This design comes from an exercise in tuning for small area, a short achievable clock period and few clock cycles on the open sky130 flow, not from production work. In this exercise RTL edits were held to simulation tests only and were not proved equivalent to the original. No activity file was given, so power comes from the tool's default toggle rates.

Setup of job 101:
==> flow/design.v (excerpt) <==
module md5_byte_stream_digest (
  input  logic        clk,
  input  logic        rst,
  input  logic        msg_valid,
  output logic        msg_ready,
  input  logic        msg_kind,
  input  logic [7:0]  msg_data_byte,
  output logic        digest_valid,
  input  logic        digest_ready,
  output logic [31:0] digest_word_a,
  output logic [31:0] digest_word_b,
  output logic [31:0] digest_word_c,
  output logic [31:0] digest_word_d
);
  logic        ibusy;           
  logic        cont;            
  logic [5:0]  off;             
  logic        i_first;         
  logic        i_padb;          
  logic [54:0] i_hi;            
  logic        acc;
  logic        blk_end;
  logic        copy;
  assign msg_ready = !ibusy;
  assign acc = msg_valid && !ibusy;
  assign blk_end = acc && (msg_kind == KIND_FINISH || off == 6'd63);
  always_ff @(posedge clk) begin
    if (rst) begin
      ibusy <= 1'b0;
      cont <= 1'b0;
      off <= 6'd0;
    end else if (copy) begin
      ibusy <= 1'b0;
      off <= 6'd0;
    end else if (acc) begin
      if (blk_end) begin
        ibusy <= 1'b1;
        cont <= (msg_kind == KIND_DATA);
      end else begin
        off <= off + 6'd1;
      end
    end
  end
  always_ff @(posedge clk) begin
    if (acc) begin
      if (off == 6'd0) begin
        if (cont) begin
          i_hi <= i_first ? 55'd1 : i_hi + 55'd1;
  ...
For scale: ~4800 cells after synthesis, roughly 65000 um2 of cells after synthesis.
clock: 10.0 ns
lec_check: 0
cap_margin: 20
core_margin: 2
core_utilization: 40
cts_buf_list: sky130_fd_sc_hd__clkbuf_8
place_density: 0.7
setup_slack_margin: 5
slew_margin: 20
synth_hierarchical: 1
tns_end_percent: 20
run.sh (not shown) runs the stock make flow with config.mk's settings and CLKGATE_MAP_FILE= SYNTH_SCRIPT=/design/flow/synth_recipe.tcl, a recipe that flattens the netlist after the stock synthesis.
Job 101: flow completed, timing, DRC and antenna clean
Testbench counts of job 101, summed over its fixed seeds: cycles 31,417.
The following lists how job 102 was set up differently from job 101:
Settings: swapping 0.7 for 0.8 in PLACE_DENSITY; clearing TNS_END_PERCENT, which used to be 20.
==> comparison <==
Job 101 vs job 102, critical path startpoint: wb[1] vs wb[5]
The final reports for job 102 and job 101 show area overhead of the layout relative to synthesis higher in the former.
Taking job 101 as the reference, in job 102 mapped cell area roughly the same; total wirelength of the detailed-routed design higher; share of total power in the clock network lower; first-iteration DRC count higher.
Between job 101 and job 102, the design area does not differ in any meaningful way.
met5 as the top routing layer in use was reported by job 101, and met4 by job 102.
Looking at global-route usage over all layers, job 102 sits 0.28 points below job 101.
Sequential cell area share delta for job 102 relative to job 101: 0.18 points lower
Die area: job 102 vs job 101 identical
Relative to job 102, the following input files were edited for job 103:
Settings: setting TNS_END_PERCENT to 20 for the first time; changing PLACE_DENSITY from 0.8 to 0.85.
Notes after the runs:
Relative to job 102, cell area has gone down in job 103.
Maximum fanout encountered on the critical timing path for job 103: 1 down relative to job 102
Going from job 102 to job 103, die area neither gained nor lost much, total vias in the final route picked up an extra about 1.1%, number of ordinary and repair buffers in the finished layout lost about 10%.
On hold slack, job 103 does worse than job 102.
First-iteration DRC count ends up higher on job 103.
The via count of the first global-routing pass in job 103 sits 1.4% above the value recorded for job 102.
Between job 102 and job 103, the worst setup slack is lower for job 103.
Modified inputs, job 104 compared to job 103
Settings: PLACE_DENSITY changed from 0.85 to 0.75.
Results
- Of job 104 and job 103, the run reporting the higher first-pass GRT wire length was job 103.
- Compared to job 103, job 104 has count of clock-buffer cells in the layout 12 higher.
- Between job 103 and job 104, the cell count after placement figures differ only marginally.
Here is what was changed in the inputs of job 105 compared with job 104.
Settings: TNS_END_PERCENT now 10, was 20.
### Flow results
In terms of worst hold slack after final layout, job 104 and job 105 differ only marginally. The met1 layer wirelength in the final routing on job 105 is in line with that on job 104. Est. power | job 105 vs job 104 | job 105 lower. Job 104 -> job 105: number of maximum-capacitance violations delta 0, exact match. Between job 105 and job 104, it is job 105 whose maximum clock frequency is lower, by 0.43%. Reported for job 105 and job 104, final weighted congestion in routability-driven placement turned out identical to the last digit. Job 104 and job 105 ended up with roughly the same sequential logic power. The design area of job 105 and that of job 104 are within noise of each other. Of job 105 and job 104, the lower worst setup margin belongs to job 105. Any difference in routed wire length between job 105 and job 104 is small enough to ignore.

-- afterwards: timing with drivers on the ports --
The flow's constraints put no driver on any port. The routed layouts listed below were extracted and timed again, unchanged, in two steps.
Step 1 (the two cells are an assumption about what drives the block):
set clk [get_ports {clk}]
set_driving_cell -lib_cell sky130_fd_sc_hd__clkbuf_16 $clk
set_driving_cell -lib_cell sky130_fd_sc_hd__buf_2 [delete_from_list [all_inputs] $clk]
Step 2 adds t to the input delays and takes it off the output delays; t is the mean of the earliest and latest rising clock arrival at the registers after step 1. Input paths then give back, and output paths get back, about the clock's delay inside the block.
Slacks: no drivers / after step 1 / after step 2; pairs: no drivers / after step 1.
run	t, ns	slack for setup (ns)	worst slew at a driven data input, ns	pins driven straight from the clock port
job 101	0.999	4.517 / 4.517 / 4.272	0.03	1
job 102	0.965	4.397 / 4.397 / 4.285	0.03	1
job 103	0.979	4.335 / 4.335 / 3.890	0.04	1
job 104	0.979	4.470 / 4.470 / 3.842	0.03	1
job 105	0.996	4.446 / 4.446 / 3.814	0.03	1
After both steps every run listed still meets setup and hold. For job 105, which loses most, drivers alone change the setup slack by 0.000 ns; drivers and shift together by -0.632 ns.
